This is an optimization exercise on Yosys and OpenROAD, whose aim is small area, not a production implementation. Function was checked by simulation only, so behaviour that the tests miss may differ from the original. Power and IR drop assume default switching activity.

## the reference run
// sm_top
module sm_top (
    input  logic               clk,
    input  logic               rst,
    input  sm_isa_pkg::instr_t instruction,
    output sm_data_pkg::pc_t   pc,
    input  logic               shift_dir,
    input  sm_data_pkg::word_t tx_data,
    input  logic               tx_valid,
    output logic               tx_ready,
    output sm_data_pkg::word_t rx_data,
    output logic               rx_valid,
    input  logic               rx_ready
);
Size: about 1200 cells after synthesis, roughly 92 I/O pins, about 0.014 mm^2 of cells after synthesis.
export LEC_CHECK = 0
export CAP_MARGIN = 20
export CORE_MARGIN = 2
export CORE_UTILIZATION = 40
export PLACE_DENSITY = 0.8
export SLEW_MARGIN = 20
export SYNTH_HIERARCHICAL = 1
create_clock -name core_clock -period 5.0 [get_ports {clk}]
standard.sh (not shown) runs the stock make flow with config.mk's settings and CLKGATE_MAP_FILE= SYNTH_SCRIPT=/design/flow/synth_recipe.tcl, a recipe that flattens the netlist after the stock synthesis.
==> flow/flow/run.sh <==
#!/bin/bash
# The standard layout, with two changes: the port buffers are the
# smallest buffer cell, and clock tree synthesis uses small clock buffers in
# small clusters and adds no dummy loads.
set -euo pipefail
export BUFFER_PORTS_ARGS="-buffer_cell sky130_fd_sc_hd__buf_1"
export CTS_ARGS="-sink_clustering_enable -repair_clock_nets -dont_use_dummy_load -buf_list {sky130_fd_sc_hd__clkbuf_4} -sink_clustering_size 10 -sink_clustering_max_diameter 40"
bash standard.sh > standard.log 2>&1
The reference run reached the end of the flow, and the finished layout is clean on the timing, DRC and antenna checks.
Edits applied to the flow inputs when going from the reference run to the trial run:
# the reference run
export LEC_CHECK = 0
export CAP_MARGIN = 20
export CORE_MARGIN = 2
export CORE_UTILIZATION = 40
export PLACE_DENSITY = 0.8
export SLEW_MARGIN = 20
export SYNTH_HIERARCHICAL = 1
create_clock -name core_clock -period 5.0 [get_ports {clk}]
# the trial run
export LEC_CHECK = 0
export CAP_MARGIN = 20
export CORE_MARGIN = 2
export CORE_UTILIZATION = 40
export PLACE_DENSITY = 0.92
export SLEW_MARGIN = 20
export SYNTH_HIERARCHICAL = 1
create_clock -name core_clock -period 5.0 [get_ports {clk}]
diff --git a/flow/flow/run.sh b/flow/flow/run.sh
--- a/flow/flow/run.sh
+++ b/flow/flow/run.sh
@@ -7 +7 @@
-export CTS_ARGS="-sink_clustering_enable -repair_clock_nets -dont_use_dummy_load -buf_list {sky130_fd_sc_hd__clkbuf_4} -sink_clustering_size 10 -sink_clustering_max_diameter 40"
+export CTS_ARGS="-sink_clustering_enable -repair_clock_nets -dont_use_dummy_load -buf_list {sky130_fd_sc_hd__clkbuf_4} -sink_clustering_size 8 -sink_clustering_max_diameter 40"
Notes after the runs:
No stage failed in the trial run, and the final checks on the layout all came back clean.
Compared with the reference run, in the trial run cell count has increased, worst hold slack has increased, standby leakage power has increased.

* * *

Another version of the RTL of sm_top (not shown whole).
Size: about 1200 cells after synthesis, about 240 flip-flops, roughly 0.014 mm^2 of cells after synthesis.
clock: 5.0 ns
lec_check: 0
cap_margin: 20
core_margin: 2
core_utilization: 40
place_density: 0.7
slew_margin: 20
synth_hierarchical: 1
==> flow/flow/run.sh <==
#!/bin/bash
# The standard layout, with two changes: the port buffers are the
# smallest buffer cell, and clock tree synthesis uses small clock buffers in
# small clusters and adds no dummy loads.
set -euo pipefail
export BUFFER_PORTS_ARGS="-buffer_cell sky130_fd_sc_hd__buf_1"
export CTS_ARGS="-sink_clustering_enable -repair_clock_nets -dont_use_dummy_load -buf_list {sky130_fd_sc_hd__clkbuf_4} -sink_clustering_size 8 -sink_clustering_max_diameter 40"
bash standard.sh > standard.log 2>&1
Then changed:
Settings changed: PLACE_DENSITY 0.7 to 0.8.
The new run finished clean; clock skew barely changes; synthesized area stays the same; cell count hardly moves; synthesized cell count stays the same; power fell slightly; register-to-register slack gains 0.04 ns; clock power stays flat; wire length fell by a few percent; clock-buffer cell count drops by 2; critical path depth is unchanged.
Then changed:
--- a/flow/flow/run.sh
+++ b/flow/flow/run.sh
@@ -7 +7 @@
-export CTS_ARGS="-sink_clustering_enable -repair_clock_nets -dont_use_dummy_load -buf_list {sky130_fd_sc_hd__clkbuf_4} -sink_clustering_size 8 -sink_clustering_max_diameter 40"
+export CTS_ARGS="-sink_clustering_enable -repair_clock_nets -dont_use_dummy_load -buf_list {sky130_fd_sc_hd__clkbuf_4} -sink_clustering_size 9 -sink_clustering_max_diameter 40"
The changed run finished with timing, DRC and antenna clean.
Register-to-register slack stays flat.
Synthesized cell count does not change.
Worst hold slack loses 0.024 ns.
Final area stays flat.

-- afterwards: timing with drivers on the ports --
Ports are ideal in the flow. The routed layouts listed here were re-timed in OpenROAD. Step 1 (the two cells are an assumption about what drives the block):
set clk [get_ports {clk}]
set_driving_cell -lib_cell sky130_fd_sc_hd__clkbuf_16 $clk
set_driving_cell -lib_cell sky130_fd_sc_hd__buf_2 [delete_from_list [all_inputs] $clk]
Step 2, shift: input delay + t, output delay - t, t = (earliest + latest rising clock arrival at the registers) / 2. This alone moves slack from input paths to output paths. Slacks: ideal ports / drivers / drivers and shift; pairs: ideal ports / drivers.
run	t (ns)	setup slack, ns	worst setup path after step 2	latest minus earliest clock arrival (ns)	worst register clock-pin slew, ns
the reference run	0.721	0.582 / 0.600 / -0.121	input to register	0.056 / 0.056	0.12 / 0.12
the trial run	0.654	0.573 / 0.595 / -0.060	input to register	0.086 / 0.085	0.10 / 0.10
the first run of note 2	0.667	0.886 / 0.891 / 0.223	input to register	0.081 / 0.081	0.09 / 0.09
the second run of note 2	0.650	0.884 / 0.905 / 0.255	input to register	0.084 / 0.084	0.09 / 0.09
the third run of note 2	0.671	0.893 / 0.907 / 0.236	input to register	0.085 / 0.085	0.10 / 0.10
With both steps, setup timing fails in the reference run and the trial run, where it was met with ideal ports. The setup slack of the reference run, which loses most, moves by +0.018 ns with the drivers and by -0.703 ns with both steps.
